This design comes from an exercise in tuning for small area, a short achievable clock period and few clock cycles per item on the open sky130 flow, not from production work. At most, simulation tests tie the RTL to the original design; equivalence was not proved.

exp/onyx:
==> flow/design.v (excerpt) <==
module fasthash64_stream (
    input  logic                         clk,
    input  logic                         rst_n,
    input  logic                         cfg_wr_en,
    input  logic [63:0]                  cfg_wr_data,
    input  logic                         s_axis_tvalid,
    output logic                         s_axis_tready,
    input  logic [fh64_pkg::TDATA_W-1:0] s_axis_tdata,
    input  logic                         s_axis_tuser,
    input  logic                         s_axis_tlast,
    output logic                         m_axis_tvalid,
    input  logic                         m_axis_tready,
    output logic [63:0]                  m_axis_tdata
);
Settings: LEC_CHECK=0, CAP_MARGIN=20, CORE_MARGIN=2, CORE_UTILIZATION=40, SETUP_SLACK_MARGIN=3.5, SLEW_MARGIN=20; clock period 11.0 ns.
standard.sh (not shown) runs the stock make flow with config.mk's settings and CLKGATE_MAP_FILE= SYNTH_SCRIPT=/design/flow/synth_recipe.tcl, a recipe that flattens the netlist after the stock synthesis.
==> flow/flow/run.sh <==
#!/bin/bash
# Standard flow, with one netlist clean-up between synthesis and floorplan:
# netfix2.py chooses the polarity of each full adder so that the adder
# trees need far fewer inverters (a full adder is self-dual). Registers and
# all other cells are left as synthesis made them. Port buffers use the
# smallest buffer cell.
set -euo pipefail
# Port buffers: the smallest buffer cell (placement's repair resizes any
# that need more drive).
export BUFFER_PORTS_ARGS="-buffer_cell sky130_fd_sc_hd__buf_1"
R=orfs/results/sky130hd/fasthash64_stream/base
bash standard.sh synth > synth.log 2>&1
cp $R/1_2_yosys.v yosys_standard.v
python3 flow/netfix2.py yosys_standard.v $R/1_2_yosys.v > netfix.log 2>&1
rm -f $R/1_synth.odb $R/1_synth.sdc
bash standard.sh > layout.log 2>&1
Other scripts of this flow, unchanged in this note and not shown: flow/flow/netfix2.py
Every stage of the flow completed for exp/onyx, and the final layout passed the timing, design-rule and antenna checks.
Changes in exp/raven relative to exp/onyx:
Settings: SETUP_SLACK_MARGIN changed from 3.5 to 3.0.
-- flow/flow/run.sh --
<<< exp/onyx, line 5
# all other cells are left as synthesis made them. Port buffers use the
# smallest buffer cell.
>>> exp/raven, line 5
# all other cells are left as synthesis made them.
<<< exp/onyx, line 8
# Port buffers: the smallest buffer cell (placement's repair resizes any
# that need more drive).
export BUFFER_PORTS_ARGS="-buffer_cell sky130_fd_sc_hd__buf_1"
>>> exp/raven, line 7
==> comparison <==
- Delta (exp/raven minus exp/onyx): sequential share of layout area now sits higher; setup fix buffers added after clock tree synthesis now sits lower; cell depth of the worst setup path now sits lower; area growth from synthesis to final layout now sits lower.
- Between exp/onyx and exp/raven, the difference in hold slack is negligible.
- Delta(global-route wire length before repair, exp/raven - exp/onyx) < 0
- Core occupancy in the finished layout in exp/raven vs exp/onyx: down 0.95 points
- exp/onyx → exp/raven: number of nets in the layout shrank by 138, initial antenna violation count shrank by 3.
#### Input delta (exp/umber over exp/raven)
Settings: a change of SETUP_SLACK_MARGIN from 3.0 to 4.0.
-- flow/flow/run.sh --
<<< exp/raven, line 5
# all other cells are left as synthesis made them.
>>> exp/umber, line 5
# all other cells are left as synthesis made them. Port buffers use the
# smallest buffer cell.
<<< exp/raven, line 7
>>> exp/umber, line 8
# Port buffers: the smallest buffer cell (placement's repair resizes any
# that need more drive).
export BUFFER_PORTS_ARGS="-buffer_cell sky130_fd_sc_hd__buf_1"
Notes after the runs:
[compare] base=exp/raven new=exp/umber: length of the first detailed-routing pass in iterations decreased 1, global-route usage increased 1.0 points, number of antenna cells inserted decreased 4. A cell with the largest stage delay on the worst path of fa_2 is what exp/umber shows, while xnor2_1 belongs to exp/raven.
Edits applied to the flow inputs when going from exp/umber to exp/lagoon:
Settings: setting CTS_BUF_LIST to sky130_fd_sc_hd__clkbuf_4 sky130_fd_sc_hd__clkbuf_8 for the first time; setting CTS_CLUSTER_SIZE to 24 for the first time; changing SETUP_SLACK_MARGIN from 4.0 to 3.0.
Results
Going from exp/umber to exp/lagoon, buffer count excluding the clock tree in the final layout shrank by more than a quarter.
exp/umber → exp/lagoon: met1 usage down 1.1 points; clock network contribution to total cell area flat.
Comparing exp/umber and exp/lagoon, the higher final worst slack was measured on exp/umber.
Where first-pass GRT wire length is concerned, exp/umber is outperformed by exp/lagoon.
The global-route usage number comes out higher for exp/umber vs exp/lagoon.
Between exp/umber and exp/lagoon, the difference in average vias per placed instance is negligible.
Delta (exp/lagoon minus exp/umber): final standard cell count with taps included and fillers excluded saw a decrease; global-route track usage on met3 saw a decrease; number of buffer and inverter stages on the critical path saw a decrease.
No run of this note included a check of the RTL's function; only the layout flow was run.

* * *

fasthash64_stream, a different RTL version from the one above (not shown whole).
## fasthash64_stream
module fasthash64_stream (
    input  logic                         clk,
    input  logic                         rst_n,
    input  logic                         cfg_wr_en,
    input  logic [63:0]                  cfg_wr_data,
    input  logic                         s_axis_tvalid,
    output logic                         s_axis_tready,
    input  logic [fh64_pkg::TDATA_W-1:0] s_axis_tdata,
    input  logic                         s_axis_tuser,
    input  logic                         s_axis_tlast,
    output logic                         m_axis_tvalid,
    input  logic                         m_axis_tready,
    output logic [63:0]                  m_axis_tdata
);
Settings: LEC_CHECK=0, CAP_MARGIN=20, CORE_MARGIN=2, CORE_UTILIZATION=55, PLACE_DENSITY=0.7, SETUP_SLACK_MARGIN=3.25, SLEW_MARGIN=20; clock period 11.0 ns.
==> flow/flow/run.sh <==
#!/bin/bash
# Standard flow, with one netlist clean-up between synthesis and floorplan:
# netfix2.py chooses the polarity of each full adder so that the adder
# trees need far fewer inverters (a full adder is self-dual). Registers and
# all other cells are left as synthesis made them. Port buffers use the
# smallest buffer cell.
set -euo pipefail
# Port buffers: the smallest buffer cell (placement's repair resizes any
# that need more drive).
export BUFFER_PORTS_ARGS="-buffer_cell sky130_fd_sc_hd__buf_1"
R=orfs/results/sky130hd/fasthash64_stream/base
bash standard.sh synth > synth.log 2>&1
cp $R/1_2_yosys.v yosys_standard.v
python3 flow/netfix2.py yosys_standard.v $R/1_2_yosys.v > netfix.log 2>&1
rm -f $R/1_synth.odb $R/1_synth.sdc
bash standard.sh > layout.log 2>&1
Other scripts of this flow, unchanged in this note and not shown: flow/flow/netfix2.py
The baseline completed with no timing, DRC or antenna violations.
Testbench counts at the start, summed over its fixed seeds: cycles 7,851, words 6,859.
Then changed:
CORE_UTILIZATION = 40   (was 55)
PLACE_DENSITY = unset   (was 0.7)
SETUP_SLACK_MARGIN = 3.0   (was 3.25)
Via count falls by 1.6%.
Hold slack degrades by 0.017 ns.
Synthesized area does not change.
Clock skew climbs by 0.021 ns.
Global-route usage is lower by 10 points.
Worst setup slack is worse by 0.30 ns.
Wire length goes up by 6.9%.
Final area climbs by 0.89%.
Die area goes up by 37%.
Then changed:
CORE_UTILIZATION = 55   (was 40)
PLACE_DENSITY = 0.7   (was unset)
What happened: Routed wire length came out lower by 7.7%; die area is lower by 27%; sequential cell count is unchanged; hold slack is worse by 0.011 ns; area after synthesis is unchanged; cell count went down by 8.5%; via count goes up by 0.53%; setup slack improved by 0.12 ns; sequential share of layout area rises by 0.43 points.
Then changed:
CORE_UTILIZATION = 50   (was 55)
PLACE_DENSITY = 0.65   (was 0.7)
The changed run went through all stages and came out clean.
Final area rose by 1.1%.
Sequential share of layout area is lower by 0.17 points.
Synthesized area stays the same.
Worst setup slack degrades by 0.11 ns.
Register-to-register slack got worse by 0.11 ns.
Flip-flop and latch count does not change.
Synthesized cell count stays the same.

* * *

Another version of the RTL of fasthash64_stream (not shown whole).
Size in the first run: ~0.054 mm² of cells after synthesis.
==> flow/design.v (excerpt) <==
module fasthash64_stream (
    input  logic                         clk,
    input  logic                         rst_n,
    input  logic                         cfg_wr_en,
    input  logic [63:0]                  cfg_wr_data,
    input  logic                         s_axis_tvalid,
    output logic                         s_axis_tready,
    input  logic [fh64_pkg::TDATA_W-1:0] s_axis_tdata,
    input  logic                         s_axis_tuser,
    input  logic                         s_axis_tlast,
    output logic                         m_axis_tvalid,
    input  logic                         m_axis_tready,
    output logic [63:0]                  m_axis_tdata
);
    logic [63:0] in_pre;
    logic [31:0] in_len;
    logic        in_absorb;
    logic        v1, f1, a1, l1, take1;
    logic        load_fin;
    logic [63:0] fin_pre;
    logic [63:0] pre1;
    logic [31:0] len1;
    fh64_front u_front (
        .s_axis_tdata (s_axis_tdata),
        .pre          (in_pre),
        .msg_len      (in_len),
        .absorb       (in_absorb)
    );
    fh64_queue u_queue (
        .clk       (clk),
        .rst_n     (rst_n),
        .load      (s_axis_tready),
        .in_valid  (s_axis_tvalid),
        .in_pre    (in_pre),
        .in_len    (in_len),
        .in_first  (s_axis_tuser),
        .in_absorb (in_absorb),
        .in_last   (s_axis_tlast),
        .load_fin  (load_fin),
        .fin_pre   (fin_pre),
        .take      (take1),
        .valid     (v1),
        .pre       (pre1),
        .msg_len   (len1),
        .first     (f1),
        .absorb    (a1),
        .last      (l1)
    );
    fh64_back u_back (
        .clk           (clk),
        .rst_n         (rst_n),
        .cfg_wr_en     (cfg_wr_en),
        .cfg_wr_data   (cfg_wr_data),
        .v1            (v1),
        .pre1          (pre1),
        .len1          (len1),
        .f1            (f1),
        .a1            (a1),
        .l1            (l1),
        .take1         (take1),
        .ready         (s_axis_tready),
        .load_fin      (load_fin),
        .fin_pre       (fin_pre),
        .m_axis_tvalid (m_axis_tvalid),
        .m_axis_tready (m_axis_tready),
        .m_axis_tdata  (m_axis_tdata)
    );
  ...
==> flow/config.mk <==
export PLATFORM = sky130hd
export DESIGN_NAME = fasthash64_stream
export DESIGN_NICKNAME = fasthash64_stream
export VERILOG_FILES = /design/flow/design.v
export SDC_FILE = /design/flow/constraint.sdc
export NUM_CORES = 4
export LEC_CHECK = 0
export ABC_AREA = 1
export CAP_MARGIN = 20
export CORE_MARGIN = 2
export CORE_UTILIZATION = 40
export SETUP_SLACK_MARGIN = 3.0
export SLEW_MARGIN = 20
==> flow/constraint.sdc <==
create_clock -name core_clock -period 11.0 [get_ports {clk}]
set_input_delay 2.2000 -clock core_clock [delete_from_list [all_inputs] [get_ports {clk}]]
set_output_delay 2.2000 -clock core_clock [all_outputs]
set_load 0.01 [all_outputs]
Scripts as last shown in full above: flow/flow/run.sh
Other scripts of this flow, unchanged in this note and not shown: flow/flow/netfix2.py
Testbench counts at the start, summed over its fixed seeds: cycles 7,851, words 6,859.
Change:
ABC_AREA = unset   (was 1)
Wire length went down by about 11%.
Sequential cell count does not change.
Sequential share of layout area rises by 0.45 points.
Design area decreases by 2.6%.
Clock-buffer cell count came out lower by 14.
Via count went down by 12%.
Worst hold slack gets better by 0.018 ns.
Cell count went down by 15%.
First-iteration DRC count drops by 2.7%.
Global-route usage fell by 3.0 points.

* * *

== job 616 ==
fasthash64_stream, a different RTL version from the one above (not shown whole).
Size: roughly 4500 cells after synthesis, about 52000 µm² of cells after synthesis.
Settings: LEC_CHECK=0, ABC_CLOCK_PERIOD_IN_PS=7000, CAP_MARGIN=20, CORE_MARGIN=2, CORE_UTILIZATION=40, SETUP_SLACK_MARGIN=3.0, SLEW_MARGIN=20; clock period 11.0 ns.
==> flow/flow/run.sh <==
#!/bin/bash
# Standard flow, with one netlist clean-up between synthesis and floorplan:
# netfix2.py chooses the polarity of each full adder so that the adder
# trees need far fewer inverters (a full adder is self-dual). Registers and
# all other cells are left as synthesis made them.
set -euo pipefail
R=orfs/results/sky130hd/fasthash64_stream/base
bash standard.sh synth > synth.log 2>&1
cp $R/1_2_yosys.v yosys_standard.v
python3 flow/netfix2.py yosys_standard.v $R/1_2_yosys.v > netfix.log 2>&1
rm -f $R/1_synth.odb $R/1_synth.sdc
bash standard.sh > layout.log 2>&1
Other scripts of this flow, unchanged in this note and not shown: flow/flow/netfix2.py
Job 616 has completed all stages; timing, DRC and antenna checks passed.
Testbench counts of job 616, summed over its fixed seeds: cycles 7,851, words 6,859.
--- input diff job 616..job 9439 ---
diff --git a/flow/config.mk b/flow/config.mk
--- a/flow/config.mk
+++ b/flow/config.mk
@@ -8 +7,0 @@
-export ABC_CLOCK_PERIOD_IN_PS = 7000
==> results.txt <==
Between job 616 and job 9439, the difference in slack of the critical path is negligible.
| aggregate routed wire length | job 616 vs job 9439 | ≈ equal |
Reported for job 616 and job 9439, cell area reported after detailed placement turned out identical to the last digit.
Summary of job 9439 over job 616: share of the clock period used by the worst path about even.
Delta (job 9439 minus job 616): clock skew essentially unchanged; violation count after the first detailed-routing iteration essentially unchanged.
Re placer's final routability congestion estimate: no difference whatsoever between job 616 and job 9439.
Job 616 and job 9439 ended up with roughly the same area added between synthesis and finish.
Reported for job 616 and job 9439, number of CTS-inserted buffers turned out identical to the last digit.

* * *

fasthash64_stream, a different RTL version from the one above (not shown whole).
Size: ~360 flip-flops, ~240 I/O pins, ~0.055 mm^2 of cells after synthesis.
Design fasthash64_stream, start of the top module:
module fasthash64_stream (
    input  logic                         clk,
    input  logic                         rst_n,
    input  logic                         cfg_wr_en,
    input  logic [63:0]                  cfg_wr_data,
    input  logic                         s_axis_tvalid,
    output logic                         s_axis_tready,
    input  logic [fh64_pkg::TDATA_W-1:0] s_axis_tdata,
    input  logic                         s_axis_tuser,
    input  logic                         s_axis_tlast,
    output logic                         m_axis_tvalid,
    input  logic                         m_axis_tready,
    output logic [63:0]                  m_axis_tdata
);
clock: 11.0 ns
lec_check: 0
cap_margin: 20
core_margin: 2
core_utilization: 40
setup_slack_margin: 3.0
slew_margin: 20
run.sh (not shown) runs the stock make flow with config.mk's settings and CLKGATE_MAP_FILE= SYNTH_SCRIPT=/design/flow/synth_recipe.tcl, a recipe that flattens the netlist after the stock synthesis.
Stock flow here: none of the scripts above is used.
The first run completed without violations.
Change:
- SETUP_SLACK_MARGIN: 3.0 -> 4.5
The changed run finished with timing, DRC and antenna clean.
Wire length increases by 7.4%.
Design area rose by 17%.
Register-to-register slack gains 0.55 ns.
Fmax climbs by 7.3%.
Worst setup slack gets better by 0.55 ns.
Sequential share of layout area is lower by 2.4 points.
Sequential cell count does not change.
Hold slack gains 0.0044 ns.
No run of this note included a check of the RTL's function; only the layout flow was run.

* * *

Setup of harbor:
Another version of the RTL of fasthash64_stream (not shown whole).
Size in the first run: about 360 flip-flops, ~240 I/O pins, about 55000 um^2 of cells after synthesis.
==> flow/design.v (excerpt) <==
module fasthash64_stream (
    input  logic                         clk,
    input  logic                         rst_n,
    input  logic                         cfg_wr_en,
    input  logic [63:0]                  cfg_wr_data,
    input  logic                         s_axis_tvalid,
    output logic                         s_axis_tready,
    input  logic [fh64_pkg::TDATA_W-1:0] s_axis_tdata,
    input  logic                         s_axis_tuser,
    input  logic                         s_axis_tlast,
    output logic                         m_axis_tvalid,
    input  logic                         m_axis_tready,
    output logic [63:0]                  m_axis_tdata
);
    logic [63:0] in_pre;
    logic [31:0] in_len;
    logic        in_absorb;
    logic        v1, f1, a1, l1, take1;
    logic [63:0] pre1;
    logic [31:0] len1;
    fh64_front u_front (
        .s_axis_tdata (s_axis_tdata),
        .pre          (in_pre),
        .msg_len      (in_len),
        .absorb       (in_absorb)
    );
    fh64_queue u_queue (
        .clk       (clk),
        .rst_n     (rst_n),
        .load      (s_axis_tready),
        .in_valid  (s_axis_tvalid),
        .in_pre    (in_pre),
        .in_len    (in_len),
        .in_first  (s_axis_tuser),
        .in_absorb (in_absorb),
        .in_last   (s_axis_tlast),
        .take      (take1),
        .valid     (v1),
        .pre       (pre1),
        .msg_len   (len1),
        .first     (f1),
        .absorb    (a1),
  ...
export LEC_CHECK = 0
export ABC_CLOCK_PERIOD_IN_PS = 5000
export CAP_MARGIN = 20
export CORE_MARGIN = 2
export CORE_UTILIZATION = 50
export SETUP_SLACK_MARGIN = 4.5
export SLEW_MARGIN = 20
create_clock -name core_clock -period 11.0 [get_ports {clk}]
Testbench counts of harbor, summed over its fixed seeds: cycles 7,851, words 6,859.
diff inputs: harbor => sierra
- CORE_UTILIZATION now 40, was 50
- ABC_CLOCK_PERIOD_IN_PS no longer set, was 5000
==> comparison <==
- Diff harbor -> sierra: final area about even; layout cell share with drive strength beyond 1 moved down; final setup slack of the worst path +0.18 ns.
- [sierra] post-CTS setup buffer count fell 5.1% relative to harbor
- [compare] base=harbor new=sierra: cell count shows an increase of about 4.5%, signed area change from the synthesized netlist to the final layout shows no meaningful change, highest fanout seen on the critical path shows an increase of 2.
- Of harbor and sierra, harbor shows the higher global-route usage, with sierra below it.
- sierra closes out successfully: all stages finished, all timing, DRC and antenna checks passed.
- harbor ended up with u_back.x2[8] as its end of the critical path; sierra ended up with u_back.out_d[16].
- Comparing die area for harbor and sierra, the smaller number came from harbor.
What tundra does differently from sierra at the input level:
- SETUP_SLACK_MARGIN removed (was 4.5)
Results
Diff sierra -> tundra | first-pass GRT wire length | decrease of about 9%
Summary of tundra over sierra: area growth from synthesis to layout now smaller; least setup slack across all paths after layout now smaller.
Re routed via count divided by cell count: tundra is about 1% down on sierra.
Signal arrival time at the worst endpoint, sierra and tundra: lower on sierra

[re-timing with driven ports]
Ports are ideal in the flow. The routed layouts listed here were re-timed in OpenROAD. Step 1 sets driving cells, clkbuf_16 on the clock port and buf_2 on the other inputs (assumed; they add their load-dependent delay and slew). Step 2 adds t to the input delays and takes it off the output delays; t is the mean of the earliest and latest rising clock arrival at the registers after step 1. Input paths then give back, and output paths get back, about the clock's delay inside the block. a / b / c = ideal / step 1 / step 2; a / b = the first two.
| run | t (ns) | setup slack, ns | worst slew at a driven data input, ns |
|---|---|---|---|
| exp/onyx | 0.662 | 3.283 / 3.283 / 3.283 | 0.15 |
| exp/raven | 0.661 | 2.983 / 2.983 / 2.983 | 0.09 |
| exp/umber | 0.676 | 3.396 / 3.396 / 3.396 | 0.10 |
| exp/lagoon | 0.803 | 3.005 / 3.005 / 3.005 | 0.13 |
| the first run of note 2 | 0.631 | 3.317 / 3.317 / 3.317 | 0.17 |
| the second run of note 2 | 0.657 | 3.018 / 3.018 / 3.018 | 0.19 |
| the third run of note 2 | 0.623 | 3.136 / 3.136 / 3.136 | 0.20 |
| the fourth run of note 2 | 0.642 | 3.028 / 3.028 / 3.028 | 0.20 |
| the first run of note 3 | 0.710 | 3.080 / 3.080 / 3.080 | 0.14 |
| the second run of note 3 | 0.681 | 3.080 / 3.080 / 3.080 | 0.10 |
| job 616 | 0.713 | 3.099 / 3.099 / 3.099 | 0.09 |
| job 9439 | 0.713 | 3.099 / 3.099 / 3.099 | 0.09 |
| the first run of note 5 | 0.699 | 3.000 / 3.000 / 3.000 | 0.12 |
| the second run of note 5 | 0.736 | 3.545 / 3.545 / 3.545 | 0.07 |
| harbor | 0.703 | 3.554 / 3.554 / 3.554 | 0.07 |
| sierra | 0.683 | 3.734 / 3.734 / 3.734 | 0.06 |
| tundra | 0.690 | 1.754 / 1.754 / 1.754 | 0.05 |
After both steps every run listed still meets setup and hold.
